What follows belongs to an exercise in optimizing a design on an open flow for small area; a production flow would make more cautious choices.
The RTL was checked by simulation tests, not by an equivalence proof against the original design.
No activity file was given, so power comes from the tool's default toggle rates.

==> build 55 <==
==> flow/design.v <==
package gp_regs_pkg;
  localparam int DEF_DATA_W = 32;
  localparam int DEF_IDX_W  = 4;
  localparam int DEF_LANE_W = 16;
endpackage
import gp_regs_pkg::*;
module gp_regs_wmerge
#(
  parameter int DATA_W = DEF_DATA_W,
  parameter int LANE_W = DEF_LANE_W,
  localparam int NL    = DATA_W / LANE_W
) (
  input  logic [NL-1:0]     sel0,
  input  logic [NL-1:0]     sel1,
  input  logic [NL-1:0]     keep,
  input  logic [DATA_W-1:0] old_val,
  input  logic [DATA_W-1:0] wdat0,
  input  logic [DATA_W-1:0] wdat1,
  output logic [DATA_W-1:0] new_val
);
  for (genvar i = 0; i < DATA_W; i++) begin : g_bit
    assign new_val[i] = (sel1[i/LANE_W] & wdat1[i])
                      | (sel0[i/LANE_W] & wdat0[i])
                      | (keep[i/LANE_W] & old_val[i]);
  end
endmodule
module gp_regs_rdbit
#(
  parameter int NUM_IN = 17,
  localparam int NG3   = NUM_IN / 3,
  localparam int REM   = NUM_IN - 3 * NG3,
  localparam int NG    = NG3
) (
  input  logic [NUM_IN-1:0] sel,
  input  logic [NUM_IN-1:0] din,
  output logic              dout
);
  logic [NG-1:0] grp_n;
  for (genvar g = 0; g < NG3; g++) begin : g_grp
    gp_regs_aoi3 u_aoi (
      .sel  (sel[3*g +: 3]),
      .din  (din[3*g +: 3]),
      .out_n(grp_n[g])
    );
  end
  always_comb begin
    dout = ~&grp_n;
    for (int k = 3 * NG3; k < NUM_IN; k++) dout = dout | (sel[k] & din[k]);
  end
endmodule
module gp_regs_aoi3 (
  input  logic [2:0] sel,
  input  logic [2:0] din,
  output logic       out_n
);
  assign out_n = ~|(sel & din);
endmodule
module gp_regs_aoi2 (
  input  logic [1:0] sel,
  input  logic [1:0] din,
  output logic       out_n
);
  assign out_n = ~|(sel & din);
endmodule
import gp_regs_pkg::*;
module gp_regs_mp
#(
  parameter int DATA_W  = DEF_DATA_W,
  parameter int REG_NUM = 16,
  parameter int IDX_W   = DEF_IDX_W,
  parameter int NUM_RD  = 2,
  parameter int NUM_WR  = 2,
  parameter int LANE_W  = DEF_LANE_W,
  parameter int ZERO_R0 = 0,
  localparam int NL     = DATA_W / LANE_W
) (
  input  logic                     clk,
  input  logic                     rst_n,
  input  logic [NUM_WR-1:0]        wr_en_i,
  input  logic [NUM_WR*IDX_W-1:0]  wr_idx_i,
  input  logic [NUM_WR*DATA_W-1:0] wr_data_i,
  input  logic [NUM_WR*NL-1:0]     wr_lane_i,
  input  logic [NUM_WR-1:0]        wr_rel_i,
  input  logic [NUM_RD-1:0]        rd_en_i,
  input  logic [NUM_RD*IDX_W-1:0]  rd_idx_i,
  output logic [NUM_RD*DATA_W-1:0] rd_data_o,
  output logic [NUM_RD-1:0]        rd_busy_o,
  input  logic                     rsv_en_i,
  input  logic [IDX_W-1:0]         rsv_idx_i,
  output logic [REG_NUM-1:0]       busy_o
);
  logic [DATA_W-1:0]  regs   [REG_NUM];
  logic [DATA_W-1:0]  nxt    [REG_NUM];
  logic               live;
  logic [REG_NUM-1:0] busy_nxt;
  always_ff @(posedge clk or negedge rst_n) begin
    if (!rst_n) live <= 1'b0;
    else        live <= 1'b1;
  end
  for (genvar r = 0; r < REG_NUM; r++) begin : g_reg
    logic              hit0, hit1, rel, rsv;
    logic [NL-1:0]     sel0, sel1, keep;
    logic [DATA_W-1:0] merged;
    assign hit0 = wr_en_i[0] && (wr_idx_i[0 +: IDX_W] == IDX_W'(r));
    assign hit1 = wr_en_i[1] && (wr_idx_i[IDX_W +: IDX_W] == IDX_W'(r));
    for (genvar l = 0; l < NL; l++) begin : g_lane
      assign sel1[l] = hit1 & wr_lane_i[NL + l];
      assign sel0[l] = hit0 & wr_lane_i[l] & ~sel1[l];
      assign keep[l] = live & ~(hit0 & wr_lane_i[l]) & ~sel1[l];
    end
    gp_regs_wmerge #(
      .DATA_W(DATA_W), .LANE_W(LANE_W)
    ) u_merge (
      .sel0   (sel0),
      .sel1   (sel1),
      .keep   (keep),
      .old_val(regs[r]),
      .wdat0  (wr_data_i[0 +: DATA_W]),
      .wdat1  (wr_data_i[DATA_W +: DATA_W]),
      .new_val(merged)
    );
    assign nxt[r] = (ZERO_R0 != 0 && r == 0) ? '0 : merged;
    always_ff @(posedge clk) regs[r] <= nxt[r];
    assign rel = (hit0 && wr_rel_i[0]) || (hit1 && wr_rel_i[1]);
    assign rsv = rsv_en_i && (rsv_idx_i == IDX_W'(r));
    assign busy_nxt[r] = (ZERO_R0 != 0 && r == 0) ? 1'b0 : (rsv || (busy_o[r] && !rel));
  end
  logic [NUM_RD*DATA_W-1:0] rd_data_nxt;
  logic [NUM_RD-1:0]        rd_busy_nxt;
  for (genvar q = 0; q < NUM_RD; q++) begin : g_rd
    logic [REG_NUM:0] rsel;
    for (genvar r = 0; r < REG_NUM; r++) begin : g_sel
      assign rsel[r] = rd_en_i[q] && (rd_idx_i[q*IDX_W +: IDX_W] == IDX_W'(r));
    end
    assign rsel[REG_NUM] = ~rd_en_i[q];
    for (genvar i = 0; i < DATA_W; i++) begin : g_bit
      logic [REG_NUM:0] cand;
      for (genvar r = 0; r < REG_NUM; r++) begin : g_cand
        assign cand[r] = nxt[r][i];
      end
      assign cand[REG_NUM] = rd_data_o[q*DATA_W + i];
      gp_regs_rdbit #(
        .NUM_IN(REG_NUM + 1)
      ) u_rdbit (
        .sel (rsel),
        .din (cand),
        .dout(rd_data_nxt[q*DATA_W + i])
      );
    end
    gp_regs_rdbit #(
      .NUM_IN(REG_NUM + 1)
    ) u_rdbusy (
      .sel (rsel),
      .din ({rd_busy_o[q], busy_nxt}),
      .dout(rd_busy_nxt[q])
    );
  end
  always_ff @(posedge clk or negedge rst_n) begin
    if (!rst_n) begin
      busy_o    <= '0;
      rd_data_o <= '0;
      rd_busy_o <= '0;
    end else begin
      busy_o    <= busy_nxt;
      rd_data_o <= rd_data_nxt;
      rd_busy_o <= rd_busy_nxt;
    end
  end
endmodule
==> flow/flow/run.sh <==
#!/bin/bash
# Layout flow: the standard flow (standard.sh, ORFS from synthesis to the
# final layout) with two changes:
#  - the port buffers are sky130_fd_sc_hd__buf_1 instead of the flow's pick;
#  - CTS uses clkbuf_16 with larger sink clusters and no dummy loads.
# Each tool's output stays in ORFS's own logs; standard.sh's output goes to
# standard.log in this folder.
cp standard.sh standard.sh.log 2>/dev/null
export BUFFER_PORTS_ARGS="-buffer_cell sky130_fd_sc_hd__buf_1"
export CTS_ARGS="-sink_clustering_enable -repair_clock_nets -dont_use_dummy_load -buf_list sky130_fd_sc_hd__clkbuf_16 -sink_clustering_size 40 -sink_clustering_max_diameter 60"
bash standard.sh > standard.log 2>&1
==> flow/standard.sh <==
#!/bin/bash
# synth_recipe.tcl (not shown) runs the flow's synth.tcl, then flattens the netlist and writes it again
# the make line also repeats each setting of config.mk as NAME=value (left out here)
make -C /OpenROAD-flow-scripts/flow DESIGN_CONFIG=/design/flow/config.mk WORK_HOME=/design/flow/orfs CLKGATE_MAP_FILE= SYNTH_SCRIPT=/design/flow/synth_recipe.tcl "${@:-finish}"
==> flow/config.mk <==
export PLATFORM = sky130hd
export DESIGN_NAME = gp_regs_mp
export DESIGN_NICKNAME = gp_regs_mp
export VERILOG_FILES = /design/flow/design.v
export SDC_FILE = /design/flow/constraint.sdc
export NUM_CORES = 4
export LEC_CHECK = 0
export CAP_MARGIN = 20
export CORE_MARGIN = 2
export CORE_UTILIZATION = 45
export SLEW_MARGIN = 20
export SYNTH_HIERARCHICAL = 1
==> flow/constraint.sdc <==
create_clock -name core_clock -period 5.0 [get_ports {clk}]
set_input_delay 1.0000 -clock core_clock [delete_from_list [all_inputs] [get_ports {clk}]]
set_output_delay 1.0000 -clock core_clock [all_outputs]
set_load 0.01 [all_outputs]
==> trial 32: changes against build 55 <==
==> flow/flow/run.sh (replaced) <==
#!/bin/bash
# Layout flow: the standard flow (standard.sh, ORFS from synthesis to the
# final layout) with two changes:
#  - the port buffers are sky130_fd_sc_hd__buf_1 instead of the flow's pick;
#  - CTS uses clkbuf_8 at the leaves and clkbuf_16 above, larger sink
#    clusters and no dummy loads.
# Each tool's output stays in ORFS's own logs; standard.sh's output goes to
# standard.log in this folder.
cp standard.sh standard.sh.log 2>/dev/null
export BUFFER_PORTS_ARGS="-buffer_cell sky130_fd_sc_hd__buf_1"
export CTS_ARGS="-sink_clustering_enable -repair_clock_nets -dont_use_dummy_load -root_buf sky130_fd_sc_hd__clkbuf_16 -tree_buf sky130_fd_sc_hd__clkbuf_16 -buf_list sky130_fd_sc_hd__clkbuf_8 -sink_clustering_size 20 -sink_clustering_max_diameter 50"
bash standard.sh > standard.log 2>&1
==> build 76: changes against build 55 <==
==> flow/run.sh (new file) <==
#!/bin/bash
# synth_recipe.tcl (not shown) runs the flow's synth.tcl, then flattens the netlist and writes it again
# the make line also repeats each setting of config.mk as NAME=value (left out here)
make -C /OpenROAD-flow-scripts/flow DESIGN_CONFIG=/design/flow/config.mk WORK_HOME=/design/flow/orfs CLKGATE_MAP_FILE= SYNTH_SCRIPT=/design/flow/synth_recipe.tcl finish
--- a/flow/config.mk
+++ b/flow/config.mk
@@ -8,5 +8,8 @@
 export CAP_MARGIN = 20
 export CORE_MARGIN = 2
-export CORE_UTILIZATION = 45
+export CORE_UTILIZATION = 60
+export CTS_BUF_LIST = sky130_fd_sc_hd__clkbuf_16
+export CTS_CLUSTER_DIAMETER = 60
+export CTS_CLUSTER_SIZE = 40
 export SLEW_MARGIN = 20
 export SYNTH_HIERARCHICAL = 1
removed: flow/flow/run.sh
removed: flow/standard.sh
==> summary of the runs <==
Trial 32 finished with timing, DRC and antenna clean. Build 76 finished with timing, DRC and antenna clean. Build 55 ran to the end with no violations.
Between trial 32 and build 76, the lower clock-buffer cell count is in build 76 (gap 19).
In combinational power, trial 32 and build 55 hardly differ.
In non-clock buffer count, trial 32 and build 55 do not differ.
Wire length: build 76 < build 55 < trial 32.
Between build 76 and trial 32, the lower sequential share of layout area is in build 76 (gap 1.6 points).

## static timing again, ports no longer ideal
Ports are ideal in the flow. The routed layouts listed here were re-timed in OpenROAD. Step 1, drivers: a clkbuf_16 drives clk and a buf_2 each remaining input, both assumed. Step 2, shift: input delay + t, output delay - t, t = (earliest + latest rising clock arrival at the registers) / 2. This alone moves slack from input paths to output paths. a / b / c = ideal / step 1 / step 2; a / b = the first two.
run | t, ns | setup WS [ns] | hold slack, ns | latest minus earliest clock arrival (ns)
build 55 | 0.655 | 1.237 / 1.276 / 0.621 | 0.460 / 0.423 / 0.475 | 0.068 / 0.068
trial 32 | 0.645 | 1.252 / 1.294 / 0.649 | 0.464 / 0.427 / 0.476 | 0.072 / 0.073
build 76 | 0.669 | 0.997 / 1.029 / 0.359 | 0.384 / 0.344 / 0.487 | 0.041 / 0.041
After both steps setup and hold are still met in every run listed. The setup slack of build 76, which loses most, moves by +0.032 ns with the drivers and by -0.638 ns with both steps.
